Context: an optimization exercise on an open-source flow, tuned for small area, a short achievable clock period and few clock cycles. The choices shown serve that exercise and are no tape-out recipe.
Where RTL was checked, it was by simulation tests only, not by an equivalence proof against the original.

## dsp_27x27s_arbiter
module dsp_27x27s_arbiter (
  input  logic         clk,
  input  logic         aclr_n,
  input  logic [3:0]   req_valid,
  output logic [3:0]   req_ready,
  input  logic [107:0] req_ax,
  input  logic [107:0] req_ay,
  output logic         res_valid,
  input  logic         res_ready,
  output logic [1:0]   res_id,
  output logic [53:0]  res_data
);
  logic [1:0]  ptr_q;
  logic        s0_v, s1_v, s2_v;
  logic [1:0]  s0_id, s1_id, s2_id;
  logic [26:0] s0_x;
  logic [13:0] s0_one, s0_two, s0_neg;
  logic [13:0] b_one, b_two, b_neg;
  logic [53:0] s1_a, s1_b, s2_p;
  logic [53:0] ra, rb;
  logic        en;
  logic [3:0]  win;
  logic [1:0]  win_id;
  logic [26:0] sel_x, sel_y;
  assign en = ~s2_v | res_ready;
  always_comb begin
    logic [1:0] di, dk;
    for (int i = 0; i < 4; i++) begin
      win[i] = req_valid[i];
      di = 2'(i) - ptr_q;
      for (int k = 0; k < 4; k++) begin
        dk = 2'(k) - ptr_q;
        if (dk < di && req_valid[k])
          win[i] = 1'b0;
      end
    end
  end
  assign req_ready = win & {4{aclr_n & en}};
  always_comb begin
    win_id = 2'd0;
    sel_x  = '0;
    sel_y  = '0;
    for (int i = 0; i < 4; i++) begin
      if (win[i]) begin
        win_id = 2'(i);
      end
      sel_x = sel_x | (req_ax[27*i +: 27] & {27{win[i]}});
  ...
For scale: about 2400 cells after synthesis, about 280 I/O pins, ~26000 µm² of cells after synthesis.
==> flow/config.mk <==
export PLATFORM = sky130hd
export DESIGN_NAME = dsp_27x27s_arbiter
export DESIGN_NICKNAME = dsp_27x27s_arbiter
export VERILOG_FILES = /design/flow/design.v
export SDC_FILE = /design/flow/constraint.sdc
export NUM_CORES = 4
export LEC_CHECK = 0
export CAP_MARGIN = 20
export CORE_MARGIN = 2
export CORE_UTILIZATION = 45
export PLACE_DENSITY = 0.6
export SETUP_SLACK_MARGIN = 3.6
export SLEW_MARGIN = 20
export SYNTH_HIERARCHICAL = 1
==> flow/constraint.sdc <==
create_clock -name core_clock -period 7.3 [get_ports {clk}]
set_input_delay 1.4600 -clock core_clock [delete_from_list [all_inputs] [get_ports {clk}]]
set_output_delay 1.4600 -clock core_clock [all_outputs]
set_load 0.01 [all_outputs]
standard.sh (not shown) runs the stock make flow with config.mk's settings and CLKGATE_MAP_FILE= SYNTH_SCRIPT=/design/flow/synth_recipe.tcl, a recipe that flattens the netlist after the stock synthesis.
==> flow/flow/run.sh <==
#!/bin/bash
# Standard layout, with buf_1 cells as the port buffers.
set -euo pipefail
export BUFFER_PORTS_ARGS="-buffer_cell sky130_fd_sc_hd__buf_1"
bash standard.sh finish > standard_flow.log 2>&1
Then changed:
==> flow/run.sh (new file) <==
#!/bin/bash
# synth_recipe.tcl (not shown) runs the flow's synth.tcl, then flattens the netlist and writes it again
# the make line also repeats each setting of config.mk as NAME=value (left out here)
make -C /OpenROAD-flow-scripts/flow DESIGN_CONFIG=/design/flow/config.mk WORK_HOME=/design/flow/orfs CLKGATE_MAP_FILE= SYNTH_SCRIPT=/design/flow/synth_recipe.tcl finish
--- a/flow/config.mk
+++ b/flow/config.mk
@@ -10,5 +10,4 @@
 export CORE_UTILIZATION = 45
 export PLACE_DENSITY = 0.6
-export SETUP_SLACK_MARGIN = 3.6
 export SLEW_MARGIN = 20
 export SYNTH_HIERARCHICAL = 1
removed: flow/flow/run.sh
removed: flow/standard.sh
Worst hold slack stays flat.
Count of clock-buffer cells in the layout is lower by 2.
Final area is lower by 2.1%.
Via count is lower by 5.4%.
First-iteration DRC count is lower by 20%.
Sequential cell count does not change.
Setup slack got worse by 0.77 ns.
Global-route usage is lower by 2.4 points.
Then changed:
--- a/flow/config.mk
+++ b/flow/config.mk
@@ -10,4 +10,5 @@
 export CORE_UTILIZATION = 45
 export PLACE_DENSITY = 0.6
+export SETUP_SLACK_MARGIN = 3.6
 export SLEW_MARGIN = 20
 export SYNTH_HIERARCHICAL = 1
Outcome:
- The changed run completed with no timing, DRC or antenna violations
- die area is unchanged
- register-to-register slack is better by 0.65 ns
- clock skew came out lower by 0.014 ns
- cell area grows by a few percent
- wire length rose by a few percent
- fmax came out higher by about a fifth
No run of this note included a check of the RTL's function; only the layout flow was run.

========
## run 1
dsp_27x27s_arbiter, a different RTL version from the one above (not shown whole).
Size in the first run: roughly 2400 cells after synthesis, roughly 240 flip-flops, about 280 I/O pins.
Settings: LEC_CHECK=0, CAP_MARGIN=20, CORE_MARGIN=2, CORE_UTILIZATION=65, CTS_BUF_LIST=sky130_fd_sc_hd__clkbuf_4 sky130_fd_sc_hd__clkbuf_8, PLACE_DENSITY=0.75, SETUP_SLACK_MARGIN=3.6, SLEW_MARGIN=20, SYNTH_HIERARCHICAL=1; clock period 7.3 ns.
==> flow/flow/run.sh <==
#!/bin/bash
# Standard layout, with buf_1 cells as the port buffers.
set -euo pipefail
export BUFFER_PORTS_ARGS="-buffer_cell sky130_fd_sc_hd__buf_1"
bash standard.sh finish > standard_flow.log 2>&1
Run 1 reached the end of the flow, and the finished layout is clean on the timing, design-rule and antenna checks.
Testbench counts of run 1, summed over its fixed seeds: cycles 5,494.
Inputs modified between run 1 and run 2:
# run 1
export LEC_CHECK = 0
export CAP_MARGIN = 20
export CORE_MARGIN = 2
export CORE_UTILIZATION = 65
export CTS_BUF_LIST = sky130_fd_sc_hd__clkbuf_4 sky130_fd_sc_hd__clkbuf_8
export PLACE_DENSITY = 0.75
export SETUP_SLACK_MARGIN = 3.6
export SLEW_MARGIN = 20
export SYNTH_HIERARCHICAL = 1
create_clock -name core_clock -period 7.3 [get_ports {clk}]
# run 2
export LEC_CHECK = 0
export CAP_MARGIN = 20
export CORE_MARGIN = 2
export CORE_UTILIZATION = 45
export PLACE_DENSITY = 0.6
export SETUP_SLACK_MARGIN = 4.0
export SLEW_MARGIN = 20
export SYNTH_HIERARCHICAL = 1
create_clock -name core_clock -period 7.3 [get_ports {clk}]
## What came out
Compared with run 1, number of non-clock buffers in the layout in run 2 increased by more than a quarter. Run comparison: run 2 worst setup path endpoint s1_b[26]; run 1 worst setup path endpoint s1_b[28]. Between run 1 and run 2, the number of inserted filler cells in the final layout is higher for run 2. The run with more setup slack is run 2; run 1 has less. The wire length per cell of run 2 is higher than that of run 1.
### run 2 -> run 3
# run 2
export LEC_CHECK = 0
export CAP_MARGIN = 20
export CORE_MARGIN = 2
export CORE_UTILIZATION = 45
export PLACE_DENSITY = 0.6
export SETUP_SLACK_MARGIN = 4.0
export SLEW_MARGIN = 20
export SYNTH_HIERARCHICAL = 1
create_clock -name core_clock -period 7.3 [get_ports {clk}]
# run 3
export LEC_CHECK = 0
export CAP_MARGIN = 20
export CORE_MARGIN = 2
export CORE_UTILIZATION = 78
export CTS_BUF_LIST = sky130_fd_sc_hd__clkbuf_4 sky130_fd_sc_hd__clkbuf_8
export PLACE_DENSITY = 0.85
export SETUP_SLACK_MARGIN = 3.6
export SLEW_MARGIN = 20
export SYNTH_HIERARCHICAL = 1
create_clock -name core_clock -period 7.3 [get_ports {clk}]
### Flow results
Of run 3 and run 2, only run 3 never reached the final stage.
The flow ended early for run 3: it failed with a tool error in global routing (5_1_grt).
In the tables for run 3 and run 2, pre-CTS setup slack reads lower with run 2.
Half-perimeter wire length after detailed placement, run 3 vs run 2: up by a few percent
Run 3 vs run 2, buffers inserted during post-CTS setup optimization went down by 65%.
Compared with run 2, run 3 shows a lower post-placement cell area.
Initial core utilization: run 3 vs run 2 up 33 points
Summary of run 3 over run 2: post-placement cell count lower, number of gates resized after CTS -56%, number of clock buffers inserted by TritonCTS rose 46%.
What run 4 does differently from run 3 at the input level:
# run 3
export LEC_CHECK = 0
export CAP_MARGIN = 20
export CORE_MARGIN = 2
export CORE_UTILIZATION = 78
export CTS_BUF_LIST = sky130_fd_sc_hd__clkbuf_4 sky130_fd_sc_hd__clkbuf_8
export PLACE_DENSITY = 0.85
export SETUP_SLACK_MARGIN = 3.6
export SLEW_MARGIN = 20
export SYNTH_HIERARCHICAL = 1
create_clock -name core_clock -period 7.3 [get_ports {clk}]
# run 4
export LEC_CHECK = 0
export CAP_MARGIN = 20
export CORE_MARGIN = 2
export CORE_UTILIZATION = 45
export PLACE_DENSITY = 0.6
export SETUP_SLACK_MARGIN = 3.6
export SLEW_MARGIN = 20
export SYNTH_HIERARCHICAL = 1
create_clock -name core_clock -period 7.3 [get_ports {clk}]
==> flow/run.sh (new file) <==
#!/bin/bash
# synth_recipe.tcl (not shown) runs the flow's synth.tcl, then flattens the netlist and writes it again
# the make line also repeats each setting of config.mk as NAME=value (left out here)
make -C /OpenROAD-flow-scripts/flow DESIGN_CONFIG=/design/flow/config.mk WORK_HOME=/design/flow/orfs CLKGATE_MAP_FILE= SYNTH_SCRIPT=/design/flow/synth_recipe.tcl finish
removed: flow/flow/run.sh
removed: flow/standard.sh
==> comparison <==
Run 4 | stages: all done | timing, DRC, antenna: all pass
Number of enable flip-flop cells after synthesis came out exactly the same in run 4 and run 3.
Die span in y: run 4 > run 3
Changes observed in run 4 relative to run 3: die extent in x now larger; clock buffer count from CTS fell 29%; synthesized cell area flat; number of gates given a new drive strength after cts now sits lower.
Lower post-DP HPWL goes to run 4 over run 3.

========
## P
Starting RTL as in the previous note.
Settings: LEC_CHECK=0, CAP_MARGIN=20, CORE_MARGIN=2, CORE_UTILIZATION=45, CTS_BUF_LIST=sky130_fd_sc_hd__clkbuf_4 sky130_fd_sc_hd__clkbuf_8, PLACE_DENSITY=0.6, SETUP_SLACK_MARGIN=3.6, SLEW_MARGIN=20, SYNTH_HIERARCHICAL=1; clock period 7.3 ns.
==> flow/flow/run.sh <==
#!/bin/bash
# Standard layout, with buf_1 cells as the port buffers.
set -euo pipefail
export BUFFER_PORTS_ARGS="-buffer_cell sky130_fd_sc_hd__buf_1"
bash standard.sh finish > standard_flow.log 2>&1
P completed end to end with timing, DRC and antenna clean.
Testbench counts of P, summed over its fixed seeds: cycles 5,494.
The inputs of Q differ from those of P as listed below.
Settings: SETUP_SLACK_MARGIN: 3.6 -> 4.3; CTS_BUF_LIST: sky130_fd_sc_hd__clkbuf_4 sky130_fd_sc_hd__clkbuf_8 -> unset.
### Flow results
Q | status: complete | timing, DRC, antenna: pass. In the tables for Q and P, fraction of area in registers reads higher with P. Higher largest net degree at the start of global routing goes to P over Q. Compared P against Q; area occupied by registers within noise. Compared with P, in Q core utilization +7.5 points, critical path depth +3, remaining max-slew budget at the tightest pin -3.8 points. [compare] base=P new=Q: area growth from synthesis to layout shows an increase of 17 points; number of signal-net buffers in the layout shows an increase of about 36%. For Q, the start point of the critical path was s0_neg[5]$_DFF_P_, unlike P, where it was req_valid[0]. Count of clock-net buffers in the final layout: Q vs P down 42%. Cmp Q and P / number of clock buffers inserted by TritonCTS / lower: Q.

========
== the reference run ==
Another version of the RTL of dsp_27x27s_arbiter (not shown whole).
For scale: ~2400 cells after synthesis, roughly 250 flip-flops, about 280 I/O pins, roughly 26000 µm² of cells after synthesis.
export LEC_CHECK = 0
export CAP_MARGIN = 20
export CORE_MARGIN = 2
export CORE_UTILIZATION = 60
export CTS_BUF_LIST = sky130_fd_sc_hd__clkbuf_8 sky130_fd_sc_hd__clkbuf_16
export CTS_CLUSTER_DIAMETER = 80
export CTS_CLUSTER_SIZE = 16
export PLACE_DENSITY = 0.7
export SETUP_SLACK_MARGIN = 3.6
export SLEW_MARGIN = 20
export SYNTH_HIERARCHICAL = 1
create_clock -name core_clock -period 7.3 [get_ports {clk}]
Scripts as last shown in full above: flow/flow/run.sh
Inputs modified between the reference run and the trial run:
Settings: PLACE_DENSITY now 0.75, was 0.7; CORE_UTILIZATION now 65, was 60.
--- outcome ---
- Changes observed in the trial run relative to the reference run: worst setup slack grew by 0.049 ns; cell area decreased by 360 µm² relative to the old numbers; number of cells on the worst hold path rose by 2.
Function was not checked in any run of this note: the RTL went through the layout flow alone.

========
Setup of violet:
dsp_27x27s_arbiter, a different RTL version from the one above (not shown whole).
Size: about 2,300 cells after synthesis, about 0.026 mm^2 of cells after synthesis.
clock: 7.3 ns
lec_check: 0
cap_margin: 20
core_margin: 2
core_utilization: 65
cts_buf_list: sky130_fd_sc_hd__clkbuf_4 sky130_fd_sc_hd__clkbuf_8
place_density: 0.75
setup_slack_margin: 3.6
slew_margin: 20
synth_hierarchical: 1
Scripts as last shown in full above: flow/flow/run.sh
The following lists how willow was set up differently from violet:
# violet
export LEC_CHECK = 0
export CAP_MARGIN = 20
export CORE_MARGIN = 2
export CORE_UTILIZATION = 65
export CTS_BUF_LIST = sky130_fd_sc_hd__clkbuf_4 sky130_fd_sc_hd__clkbuf_8
export PLACE_DENSITY = 0.75
export SETUP_SLACK_MARGIN = 3.6
export SLEW_MARGIN = 20
export SYNTH_HIERARCHICAL = 1
create_clock -name core_clock -period 7.3 [get_ports {clk}]
# willow
export LEC_CHECK = 0
export CAP_MARGIN = 20
export CORE_MARGIN = 2
export CORE_UTILIZATION = 65
export CTS_BUF_LIST = sky130_fd_sc_hd__clkbuf_8 sky130_fd_sc_hd__clkbuf_16
export CTS_CLUSTER_DIAMETER = 80
export CTS_CLUSTER_SIZE = 16
export PLACE_DENSITY = 0.75
export SETUP_SLACK_MARGIN = 3.6
export SLEW_MARGIN = 20
export SYNTH_HIERARCHICAL = 1
create_clock -name core_clock -period 7.3 [get_ports {clk}]
==> comparison <==
- willow completed every stage of the flow, and the final layout passed the timing, design-rule and antenna checks.
- willow vs. violet: amount of wire on met2 after detailed routing went up by about 2.2%.
- Taking violet as the reference, in willow worst setup slack moved down, global router's overall resource usage went down, wire length up 1.9%.
- Per the comparison of willow with violet, number of clock buffer instances in the layout down 64%, clock transition time at the flip-flop clock pins of the worst setup and hold paths barely changed.
- willow has worst-skew pair later-pin latency below what violet had.
- The final reports for willow and violet show count of cells resized by post-cts repair lower in the former.
Function was not checked in any run of this note: the RTL went through the layout flow alone.

========
Another version of the RTL of dsp_27x27s_arbiter (not shown whole).
Size: about 250 flip-flops, ~280 I/O pins, roughly 0.026 mm2 of cells after synthesis.
Settings: LEC_CHECK=0, CAP_MARGIN=20, CORE_MARGIN=2, CORE_UTILIZATION=65, CTS_BUF_LIST=sky130_fd_sc_hd__clkbuf_8 sky130_fd_sc_hd__clkbuf_16, CTS_CLUSTER_DIAMETER=80, CTS_CLUSTER_SIZE=16, PLACE_DENSITY=0.75, SETUP_SLACK_MARGIN=3.6, SLEW_MARGIN=20, SYNTH_HIERARCHICAL=1; clock period 7.3 ns.
Scripts as last shown in full above: flow/flow/run.sh
The starting point ran to the end with no violations.
Testbench counts at the start, summed over its fixed seeds: cycles 5,494.
==> next run, changes <==
--- a/flow/config.mk
+++ b/flow/config.mk
@@ -8,9 +8,9 @@
 export CAP_MARGIN = 20
 export CORE_MARGIN = 2
-export CORE_UTILIZATION = 65
+export CORE_UTILIZATION = 60
 export CTS_BUF_LIST = sky130_fd_sc_hd__clkbuf_8 sky130_fd_sc_hd__clkbuf_16
 export CTS_CLUSTER_DIAMETER = 80
 export CTS_CLUSTER_SIZE = 16
-export PLACE_DENSITY = 0.75
+export PLACE_DENSITY = 0.7
 export SETUP_SLACK_MARGIN = 3.6
 export SLEW_MARGIN = 20
=> The changed run passed the timing, design-rule and antenna checks; non-clock buffer count grows by 3; final cell count came out higher by a few percent; utilization goes down by 5.1 points; cell area is higher slightly.
==> next run, changes <==
--- a/flow/config.mk
+++ b/flow/config.mk
@@ -8,9 +8,9 @@
 export CAP_MARGIN = 20
 export CORE_MARGIN = 2
-export CORE_UTILIZATION = 60
+export CORE_UTILIZATION = 55
 export CTS_BUF_LIST = sky130_fd_sc_hd__clkbuf_8 sky130_fd_sc_hd__clkbuf_16
 export CTS_CLUSTER_DIAMETER = 80
 export CTS_CLUSTER_SIZE = 16
-export PLACE_DENSITY = 0.7
+export PLACE_DENSITY = 0.65
 export SETUP_SLACK_MARGIN = 3.6
 export SLEW_MARGIN = 20
- The changed run produced a clean layout
- die area goes up by 8.9%
- utilization is lower by 4.8 points
- non-clock buffer count rises by 5
- worst setup slack got worse by 0.036 ns
- hold slack improved by 0.0049 ns
- global-route usage came out lower by 2.8 points
- final cell count climbs by 0.99%
==> next run, changes <==
--- a/flow/config.mk
+++ b/flow/config.mk
@@ -8,9 +8,9 @@
 export CAP_MARGIN = 20
 export CORE_MARGIN = 2
-export CORE_UTILIZATION = 55
-export CTS_BUF_LIST = sky130_fd_sc_hd__clkbuf_8 sky130_fd_sc_hd__clkbuf_16
-export CTS_CLUSTER_DIAMETER = 80
-export CTS_CLUSTER_SIZE = 16
-export PLACE_DENSITY = 0.65
+export CORE_UTILIZATION = 65
+export CTS_BUF_LIST = sky130_fd_sc_hd__clkbuf_8
+export CTS_CLUSTER_DIAMETER = 60
+export CTS_CLUSTER_SIZE = 20
+export PLACE_DENSITY = 0.75
 export SETUP_SLACK_MARGIN = 3.6
 export SLEW_MARGIN = 20
Routed wire length falls by 2.9%.
Worst setup slack gets worse by 0.032 ns.
Final cell count shrinks by 3.1%.
Die area fell by 15%.
Sequential cell count does not change.
Register-to-register slack gets worse by 0.08 ns.
==> next run, changes <==
--- a/flow/config.mk
+++ b/flow/config.mk
@@ -9,9 +9,7 @@
 export CORE_MARGIN = 2
 export CORE_UTILIZATION = 65
-export CTS_BUF_LIST = sky130_fd_sc_hd__clkbuf_8
-export CTS_CLUSTER_DIAMETER = 60
-export CTS_CLUSTER_SIZE = 20
+export CTS_BUF_LIST = sky130_fd_sc_hd__clkbuf_4 sky130_fd_sc_hd__clkbuf_8
 export PLACE_DENSITY = 0.75
-export SETUP_SLACK_MARGIN = 3.6
+export SETUP_SLACK_MARGIN = 3.8
 export SLEW_MARGIN = 20
 export SYNTH_HIERARCHICAL = 1
After rerunning: Utilization rose by 8.1 points; hold slack stays flat; design area went up by roughly a tenth; sequential share of layout area went down by 2.1 points.

-- afterwards: timing with drivers on the ports --
The results above use ideal ports. As a check the final layouts listed here were re-extracted and re-timed, cells and wires unchanged. Step 1 sets driving cells, clkbuf_16 on the clock port and buf_2 on the other inputs (assumed; they add their load-dependent delay and slew). Step 2 also shifts input and output timing later by t, the mid clock arrival at the registers, as if the neighbouring blocks saw the same clock. a / b / c = ideal ports / drivers / drivers and shift; a / b = the first two.
run	t (ns)	setup WS [ns]	worst setup path after step 2
the first run of note 1	0.646	3.334 / 3.334 / 3.334	register to register
the second run of note 1	0.621	2.563 / 2.543 / 2.543	input to output
the third run of note 1	0.637	3.281 / 3.281 / 3.281	register to register
run 1	0.645	3.442 / 3.442 / 2.984	input to register
run 2	0.651	3.471 / 3.439 / 2.859	input to register
run 4	0.654	3.489 / 3.442 / 3.074	input to register
P	0.673	3.425 / 3.379 / 3.029	input to register
Q	0.655	3.451 / 3.446 / 2.854	input to register
the reference run	0.599	3.570 / 3.570 / 3.246	input to register
the trial run	0.610	3.619 / 3.585 / 3.173	input to register
violet	0.657	3.456 / 3.415 / 3.086	input to register
willow	0.589	3.449 / 3.415 / 3.169	input to register
the first run of note 6	0.581	3.545 / 3.545 / 3.233	input to register
the second run of note 6	0.609	3.631 / 3.591 / 3.152	input to register
the third run of note 6	0.629	3.595 / 3.576 / 3.434	input to register
the fourth run of note 6	0.654	3.563 / 3.559 / 3.186	input to register
the fifth run of note 6	0.704	3.345 / 3.345 / 3.113	input to register
After both steps every run listed still meets setup and hold. The setup slack of run 2, which loses most, moves by -0.032 ns with the drivers and by -0.612 ns with both steps.
